This design comes from an exercise in tuning for small area, a short achievable clock period and few clock cycles per item on the open sky130 flow, not from production work.
The RTL was checked by simulation tests, not by an equivalence proof against the original design.
Power and IR drop assume default switching activity.

==> fjord <==
## iterative_karatsuba_hs
module iterative_karatsuba_hs (
    input  logic        clk,
    input  logic        rst,
    input  logic        enable,
    input  logic        in_valid,
    output logic        in_ready,
    input  logic        signed_mode,
    input  logic [31:0] A,
    input  logic [31:0] B,
    output logic        out_valid,
    input  logic        out_ready,
    output logic [63:0] C,
    output logic        busy
);
==> module iterative_karatsuba_hs, before the edit <==
module iterative_karatsuba_hs (
    input  logic        clk,
    input  logic        rst,
    input  logic        enable,
    input  logic        in_valid,
    output logic        in_ready,
    input  logic        signed_mode,
    input  logic [31:0] A,
    input  logic [31:0] B,
    output logic        out_valid,
    input  logic        out_ready,
    output logic [63:0] C,
    output logic        busy
);
    localparam int unsigned CW = karatsuba_pkg::CUT_W;
    logic        v0_q;
    logic [32:0] x_q;
    logic [16:0] one_q, two_q, ng_q;
    logic          v1_q;
    logic [CW-1:0] cs_q;
    logic        hv_q, sv_q;
    logic [63:0] h_q, s_q;
    logic        adv_q;
    logic [34:0] y;
    logic [16:0] one_d, two_d, ng_d;
    assign y = {{2{signed_mode & B[31]}}, B, 1'b0};
    always_comb begin
        for (int i = 0; i < 17; i++) begin
            one_d[i] = y[2*i+1] ^ y[2*i];
            two_d[i] = (y[2*i+2] & ~y[2*i+1] & ~y[2*i]) | (~y[2*i+2] & y[2*i+1] & y[2*i]);
            ng_d[i]  = y[2*i+2];
        end
    end
    logic [CW-1:0] cs_d;
    logic [63:0]   prod;
    kmul_tree u_tree (
        .x  (x_q),
        .one(one_q),
        .two(two_q),
        .ng (ng_q),
        .cs (cs_d)
    );
    kmul_final u_final (
        .cs(cs_q),
        .p (prod)
    );
    logic ld0, ld1, take, arr, keep_h, h_from_s, h_from_p, s_from_p;
    logic hv_d, sv_d, adv_d;
    assign in_ready = adv_q | ~v0_q;
    assign ld0      = enable & in_ready;
    assign ld1      = enable & adv_q;
    assign take     = enable & hv_q & out_ready;
    assign arr      = ld1 & v1_q;
    always_comb begin
        keep_h   = hv_q & ~take;
        h_from_s = ~keep_h & sv_q;
        h_from_p = ~keep_h & ~sv_q & arr;
        s_from_p = arr & ~h_from_p;
        hv_d     = keep_h | sv_q | arr;
        sv_d     = (keep_h & sv_q) | s_from_p;
        adv_d    = ~(hv_d & sv_d);
    end
    always_ff @(posedge clk) begin
        if (rst) begin
            v0_q  <= 1'b0;
            v1_q  <= 1'b0;
            hv_q  <= 1'b0;
            sv_q  <= 1'b0;
            adv_q <= 1'b1;
        end else if (enable) begin
            if (ld0) v0_q <= in_valid;
            if (ld1) v1_q <= v0_q;
            hv_q  <= hv_d;
            sv_q  <= sv_d;
            adv_q <= adv_d;
        end
    end
    always_ff @(posedge clk) begin
        if (ld0) begin
            x_q   <= {signed_mode & A[31], A};
            one_q <= one_d;
            two_q <= two_d;
            ng_q  <= ng_d;
        end
        if (ld1) cs_q <= cs_d;
        if (h_from_s) h_q <= s_q;
        else if (h_from_p) h_q <= prod;
        if (s_from_p) s_q <= prod;
    end
    assign out_valid = hv_q;
    assign C         = h_q;
    assign busy      = v0_q | v1_q | hv_q | sv_q;
endmodule
==> flow/config.mk <==
export PLATFORM = sky130hd
export DESIGN_NAME = iterative_karatsuba_hs
export DESIGN_NICKNAME = iterative_karatsuba_hs
export VERILOG_FILES = /design/flow/design.v
export SDC_FILE = /design/flow/constraint.sdc
export NUM_CORES = 4
export LEC_CHECK = 0
export ABC_AREA = 1
export CAP_MARGIN = 20
export CORE_MARGIN = 2
export CORE_UTILIZATION = 45
export SLEW_MARGIN = 20
==> flow/constraint.sdc <==
create_clock -name core_clock -period 9.5 [get_ports {clk}]
set_input_delay 1.9000 -clock core_clock [delete_from_list [all_inputs] [get_ports {clk}]]
set_output_delay 1.9000 -clock core_clock [all_outputs]
set_load 0.01 [all_outputs]
standard.sh (not shown) runs the stock make flow with config.mk's settings and CLKGATE_MAP_FILE= SYNTH_SCRIPT=/design/flow/synth_recipe.tcl, a recipe that flattens the netlist after the stock synthesis.
==> flow/flow/run.sh <==
#!/bin/bash
set -euo pipefail
MARGIN=${MARGIN:-6.0}
R=orfs/results/sky130hd/iterative_karatsuba_hs/base
bash standard.sh synth > standard_synth.log 2>&1
cp $R/1_2_yosys.v $R/1_2_yosys.std.v
python3 flow/fa_polarity.py $R/1_2_yosys.std.v $R/1_2_yosys.pol.v > fa_polarity.log 2>&1
sleep 1
cp $R/1_2_yosys.pol.v $R/1_2_yosys.v
bash standard.sh SETUP_SLACK_MARGIN=$MARGIN finish > standard_flow.log 2>&1
Other scripts of this flow, unchanged in this note and not shown: flow/flow/fa_polarity.py
==> inputs of maple, as changes to fjord <==
--- a/flow/design.v
+++ b/flow/design.v
@@ -1845,10 +1845,7 @@
     localparam int unsigned CW = karatsuba_pkg::CUT_W;
-    logic        v0_q;
+    logic        v0_q, v1_q, v2_q;
     logic [32:0] x_q;
     logic [16:0] one_q, two_q, ng_q;
-    logic          v1_q;
     logic [CW-1:0] cs_q;
-    logic        hv_q, sv_q;
-    logic [63:0] h_q, s_q;
-    logic        adv_q;
+    logic [63:0] c_q;
     logic [34:0] y;
@@ -1876,31 +1873,15 @@
     );
-    logic ld0, ld1, take, arr, keep_h, h_from_s, h_from_p, s_from_p;
-    logic hv_d, sv_d, adv_d;
-    assign in_ready = adv_q | ~v0_q;
-    assign ld0      = enable & in_ready;
-    assign ld1      = enable & adv_q;
-    assign take     = enable & hv_q & out_ready;
-    assign arr      = ld1 & v1_q;
-    always_comb begin
-        keep_h   = hv_q & ~take;
-        h_from_s = ~keep_h & sv_q;
-        h_from_p = ~keep_h & ~sv_q & arr;
-        s_from_p = arr & ~h_from_p;
-        hv_d     = keep_h | sv_q | arr;
-        sv_d     = (keep_h & sv_q) | s_from_p;
-        adv_d    = ~(hv_d & sv_d);
-    end
+    logic adv0, adv1, adv2;
+    assign adv2 = ~v2_q | out_ready;
+    assign adv1 = ~v1_q | adv2;
+    assign adv0 = ~v0_q | adv1;
     always_ff @(posedge clk) begin
         if (rst) begin
-            v0_q  <= 1'b0;
-            v1_q  <= 1'b0;
-            hv_q  <= 1'b0;
-            sv_q  <= 1'b0;
-            adv_q <= 1'b1;
+            v0_q <= 1'b0;
+            v1_q <= 1'b0;
+            v2_q <= 1'b0;
         end else if (enable) begin
-            if (ld0) v0_q <= in_valid;
-            if (ld1) v1_q <= v0_q;
-            hv_q  <= hv_d;
-            sv_q  <= sv_d;
-            adv_q <= adv_d;
+            if (adv0) v0_q <= in_valid;
+            if (adv1) v1_q <= v0_q;
+            if (adv2) v2_q <= v1_q;
         end
@@ -1908,16 +1889,17 @@
     always_ff @(posedge clk) begin
-        if (ld0) begin
-            x_q   <= {signed_mode & A[31], A};
-            one_q <= one_d;
-            two_q <= two_d;
-            ng_q  <= ng_d;
+        if (enable) begin
+            if (adv0) begin
+                x_q   <= {signed_mode & A[31], A};
+                one_q <= one_d;
+                two_q <= two_d;
+                ng_q  <= ng_d;
+            end
+            if (adv1) cs_q <= cs_d;
+            if (adv2) c_q <= prod;
         end
-        if (ld1) cs_q <= cs_d;
-        if (h_from_s) h_q <= s_q;
-        else if (h_from_p) h_q <= prod;
-        if (s_from_p) s_q <= prod;
     end
-    assign out_valid = hv_q;
-    assign C         = h_q;
-    assign busy      = v0_q | v1_q | hv_q | sv_q;
+    assign in_ready  = adv0;
+    assign out_valid = v2_q;
+    assign C         = c_q;
+    assign busy      = v0_q | v1_q | v2_q;
 endmodule
--- a/flow/flow/run.sh
+++ b/flow/flow/run.sh
@@ -2,3 +2,3 @@
 set -euo pipefail
-MARGIN=${MARGIN:-6.0}
+MARGIN=${MARGIN:-5.3}
 R=orfs/results/sky130hd/iterative_karatsuba_hs/base
@@ -9,2 +9,2 @@
 cp $R/1_2_yosys.pol.v $R/1_2_yosys.v
-bash standard.sh SETUP_SLACK_MARGIN=$MARGIN finish > standard_flow.log 2>&1
+bash standard.sh SETUP_SLACK_MARGIN=$MARGIN "BUFFER_PORTS_ARGS=-buffer_cell sky130_fd_sc_hd__buf_1" finish > standard_flow.log 2>&1
--- a/flow/config.mk
+++ b/flow/config.mk
@@ -10,3 +10,3 @@
 export CORE_MARGIN = 2
-export CORE_UTILIZATION = 45
+export CORE_UTILIZATION = 55
 export SLEW_MARGIN = 20
==> summary of the runs <==
Between maple and fjord, the lower maximum frequency is in fjord (gap 3.0%, measured against fjord).
In fjord the sequential power is larger than in maple, by about 13%.
Of fjord and maple, fjord has the higher synthesized area (gap 8.0%, measured against maple).
Of maple and fjord, fjord has the higher clock power (gap about 24%, measured against fjord).
Testbench counts of fjord, summed over its fixed seeds: cycles 2,072, items 2,048.
Testbench counts of maple, summed over its fixed seeds: cycles 2,072, items 2,048.

---

==> cedar: inputs <==
Another version of the RTL of iterative_karatsuba_hs (not shown whole).
==> module iterative_karatsuba_hs, before the edit <==
module iterative_karatsuba_hs (
    input  logic        clk,
    input  logic        rst,
    input  logic        enable,
    input  logic        in_valid,
    output logic        in_ready,
    input  logic        signed_mode,
    input  logic [31:0] A,
    input  logic [31:0] B,
    output logic        out_valid,
    input  logic        out_ready,
    output logic [63:0] C,
    output logic        busy
);
    localparam int unsigned CW = karatsuba_pkg::CUT_W;
    logic        v0_q, v1_q;
    logic [32:0] x_q;
    logic [16:0] one_q, two_q, ng_q;
    logic [CW-1:0] cs_q;
    logic [34:0] y;
    logic [16:0] one_d, two_d, ng_d;
    assign y = {{2{signed_mode & B[31]}}, B, 1'b0};
    always_comb begin
        for (int i = 0; i < 17; i++) begin
            one_d[i] = y[2*i+1] ^ y[2*i];
            two_d[i] = (y[2*i+2] & ~y[2*i+1] & ~y[2*i]) | (~y[2*i+2] & y[2*i+1] & y[2*i]);
            ng_d[i]  = y[2*i+2];
        end
    end
    logic [CW-1:0] cs_d;
    logic [63:0]   prod;
    kmul_tree u_tree (
        .x  (x_q),
        .one(one_q),
        .two(two_q),
        .ng (ng_q),
        .cs (cs_d)
    );
    kmul_final u_final (
        .cs(cs_q),
        .p (prod)
    );
    logic adv0, adv1;
    assign adv1 = ~v1_q | out_ready;
    assign adv0 = ~v0_q | adv1;
    always_ff @(posedge clk) begin
        if (rst) begin
            v0_q <= 1'b0;
            v1_q <= 1'b0;
        end else if (enable) begin
            if (adv0) v0_q <= in_valid;
            if (adv1) v1_q <= v0_q;
        end
    end
    always_ff @(posedge clk) begin
        if (enable) begin
            if (adv0) begin
                x_q   <= {signed_mode & A[31], A};
                one_q <= one_d;
                two_q <= two_d;
                ng_q  <= ng_d;
            end
            if (adv1) cs_q <= cs_d;
        end
    end
    assign in_ready  = adv0;
    assign out_valid = v1_q;
    assign C         = prod;
    assign busy      = v0_q | v1_q;
endmodule
export LEC_CHECK = 0
export ABC_AREA = 1
export CAP_MARGIN = 20
export CORE_MARGIN = 2
export CORE_UTILIZATION = 55
export SLEW_MARGIN = 20
create_clock -name core_clock -period 9.5 [get_ports {clk}]
==> flow/flow/run.sh <==
#!/bin/bash
set -euo pipefail
MARGIN=${MARGIN:-5.0}
R=orfs/results/sky130hd/iterative_karatsuba_hs/base
bash standard.sh synth > standard_synth.log 2>&1
cp $R/1_2_yosys.v $R/1_2_yosys.std.v
python3 flow/fa_polarity.py $R/1_2_yosys.std.v $R/1_2_yosys.pol.v > fa_polarity.log 2>&1
sleep 1
cp $R/1_2_yosys.pol.v $R/1_2_yosys.v
bash standard.sh SETUP_SLACK_MARGIN=$MARGIN "BUFFER_PORTS_ARGS=-buffer_cell sky130_fd_sc_hd__buf_1" finish > standard_flow.log 2>&1
Other scripts of this flow, unchanged in this note and not shown: flow/flow/fa_polarity.py
==> garnet: changes against cedar <==
--- a/flow/design.v
+++ b/flow/design.v
@@ -1727,8 +1727,9 @@
 );
     localparam int unsigned CW = karatsuba_pkg::CUT_W;
-    logic        v0_q, v1_q;
+    logic        v0_q, v1_q, v2_q;
     logic [32:0] x_q;
     logic [16:0] one_q, two_q, ng_q;
     logic [CW-1:0] cs_q;
+    logic [63:0] c_q;
     logic [34:0] y;
     logic [16:0] one_d, two_d, ng_d;
@@ -1754,6 +1755,7 @@
         .p (prod)
     );
-    logic adv0, adv1;
-    assign adv1 = ~v1_q | out_ready;
+    logic adv0, adv1, adv2;
+    assign adv2 = ~v2_q | out_ready;
+    assign adv1 = ~v1_q | adv2;
     assign adv0 = ~v0_q | adv1;
     always_ff @(posedge clk) begin
@@ -1761,7 +1763,9 @@
             v0_q <= 1'b0;
             v1_q <= 1'b0;
+            v2_q <= 1'b0;
         end else if (enable) begin
             if (adv0) v0_q <= in_valid;
             if (adv1) v1_q <= v0_q;
+            if (adv2) v2_q <= v1_q;
         end
     end
@@ -1775,9 +1779,10 @@
             end
             if (adv1) cs_q <= cs_d;
+            if (adv2) c_q <= prod;
         end
     end
     assign in_ready  = adv0;
-    assign out_valid = v1_q;
-    assign C         = prod;
-    assign busy      = v0_q | v1_q;
+    assign out_valid = v2_q;
+    assign C         = c_q;
+    assign busy      = v0_q | v1_q | v2_q;
 endmodule
--- a/flow/flow/run.sh
+++ b/flow/flow/run.sh
@@ -1,5 +1,5 @@
 #!/bin/bash
 set -euo pipefail
-MARGIN=${MARGIN:-5.0}
+MARGIN=${MARGIN:-5.3}
 R=orfs/results/sky130hd/iterative_karatsuba_hs/base
 bash standard.sh synth > standard_synth.log 2>&1
==> lagoon: changes against cedar <==
--- a/flow/design.v
+++ b/flow/design.v
@@ -1727,8 +1727,9 @@
 );
     localparam int unsigned CW = karatsuba_pkg::CUT_W;
-    logic        v0_q, v1_q;
+    logic        v0_q, v1_q, v2_q;
     logic [32:0] x_q;
     logic [16:0] one_q, two_q, ng_q;
     logic [CW-1:0] cs_q;
+    logic [63:0] c_q;
     logic [34:0] y;
     logic [16:0] one_d, two_d, ng_d;
@@ -1754,6 +1755,7 @@
         .p (prod)
     );
-    logic adv0, adv1;
-    assign adv1 = ~v1_q | out_ready;
+    logic adv0, adv1, adv2;
+    assign adv2 = ~v2_q | out_ready;
+    assign adv1 = ~v1_q | adv2;
     assign adv0 = ~v0_q | adv1;
     always_ff @(posedge clk) begin
@@ -1761,7 +1763,9 @@
             v0_q <= 1'b0;
             v1_q <= 1'b0;
+            v2_q <= 1'b0;
         end else if (enable) begin
             if (adv0) v0_q <= in_valid;
             if (adv1) v1_q <= v0_q;
+            if (adv2) v2_q <= v1_q;
         end
     end
@@ -1775,9 +1779,10 @@
             end
             if (adv1) cs_q <= cs_d;
+            if (adv2) c_q <= prod;
         end
     end
     assign in_ready  = adv0;
-    assign out_valid = v1_q;
-    assign C         = prod;
-    assign busy      = v0_q | v1_q;
+    assign out_valid = v2_q;
+    assign C         = c_q;
+    assign busy      = v0_q | v1_q | v2_q;
 endmodule
--- a/flow/flow/run.sh
+++ b/flow/flow/run.sh
@@ -1,5 +1,5 @@
 #!/bin/bash
 set -euo pipefail
-MARGIN=${MARGIN:-5.0}
+MARGIN=${MARGIN:-5.3}
 R=orfs/results/sky130hd/iterative_karatsuba_hs/base
 bash standard.sh synth > standard_synth.log 2>&1
- CORE_UTILIZATION: 55 -> 62
==> notes.md <==
- The highest critical path depth belongs to cedar, the lowest to lagoon.
- In cedar the synthesized cell count is lower than in lagoon, by 2.2%.
- Of garnet and cedar, garnet has the higher global-route usage (gap 1.5 points).
- Of lagoon and garnet, lagoon has the higher routed wire length (gap 1.7%, measured against garnet).
- Via count: lagoon > garnet > cedar.
- In lagoon the fmax is smaller than in garnet, by about 0.34%.
- cedar completed without violations. garnet finished with timing, DRC and antenna clean. lagoon finished clean.
==> figures <==
Result of the run: garnet no timing/DRC/antenna violations; cedar no timing/DRC/antenna violations; lagoon no timing/DRC/antenna violations
Clock Pin Slew Worst Setup and Hold Paths: garnet 0.07 ns; cedar 0.06 ns; lagoon 0.06 ns
Combined buffer and inverter count along the critical path: garnet 2; cedar 1; lagoon 1
Crit path depth: garnet 10; cedar 18; lagoon 9
Sequential cell power: garnet 3.19 mW; cedar 2.22 mW; lagoon 3.19 mW
First-pass GRT wire length: garnet 163000 um; cedar 149000 um; lagoon 158000 um
Global-route usage over all layers: garnet 36.9%; cedar 35.5%; lagoon 40.4%
Initial core utilization: garnet 55.9%; cedar 55.4%; lagoon 62.9%
End of the worst register-to-register path: garnet cs_q[68]; cedar cs_q[82]; lagoon cs_q[80]
Switching power as a share of total power: garnet 43.8%; cedar 45.3%; lagoon 44.1%
Wire length per cell: garnet 29.7 um; cedar 27.9 um; lagoon 30.9 um
Worst Hold End: garnet v0_q; cedar v0_q; lagoon v1_q
Syn_nets: garnet 3484; cedar 3422; lagoon 3484
Testbench counts of cedar, summed over its fixed seeds: cycles 2,064, items 2,048.
Testbench counts of garnet, summed over its fixed seeds: cycles 2,072, items 2,048.
Testbench counts of lagoon, summed over its fixed seeds: cycles 2,072, items 2,048.

separate check: timing with driven ports:
The results above use ideal ports. As a check the final layouts listed here were re-extracted and re-timed, cells and wires unchanged.
Step 1, drivers: a clkbuf_16 drives clk and a buf_2 each remaining input, both assumed.
Step 2 also shifts input and output timing later by t, the mid clock arrival at the registers, as if the neighbouring blocks saw the same clock.
Three values: ideal, step 1, step 2; two values: the first two.
run	t, ns	setup WS [ns]	worst setup path after step 2	worst data-port slew with drivers (ns)
fjord	0.697	5.180 / 5.180 / 5.180	register to register	0.04
maple	0.642	5.304 / 5.266 / 4.801	input to register	0.07
cedar	0.637	4.291 / 4.226 / 4.863	register to output	0.04
garnet	0.642	5.247 / 5.242 / 5.073	input to register	0.06
lagoon	0.665	5.233 / 5.233 / 5.157	input to register	0.06
After both steps setup and hold are still met in every run listed. For maple, which loses most, drivers alone change the setup slack by -0.038 ns; drivers and shift together by -0.503 ns.
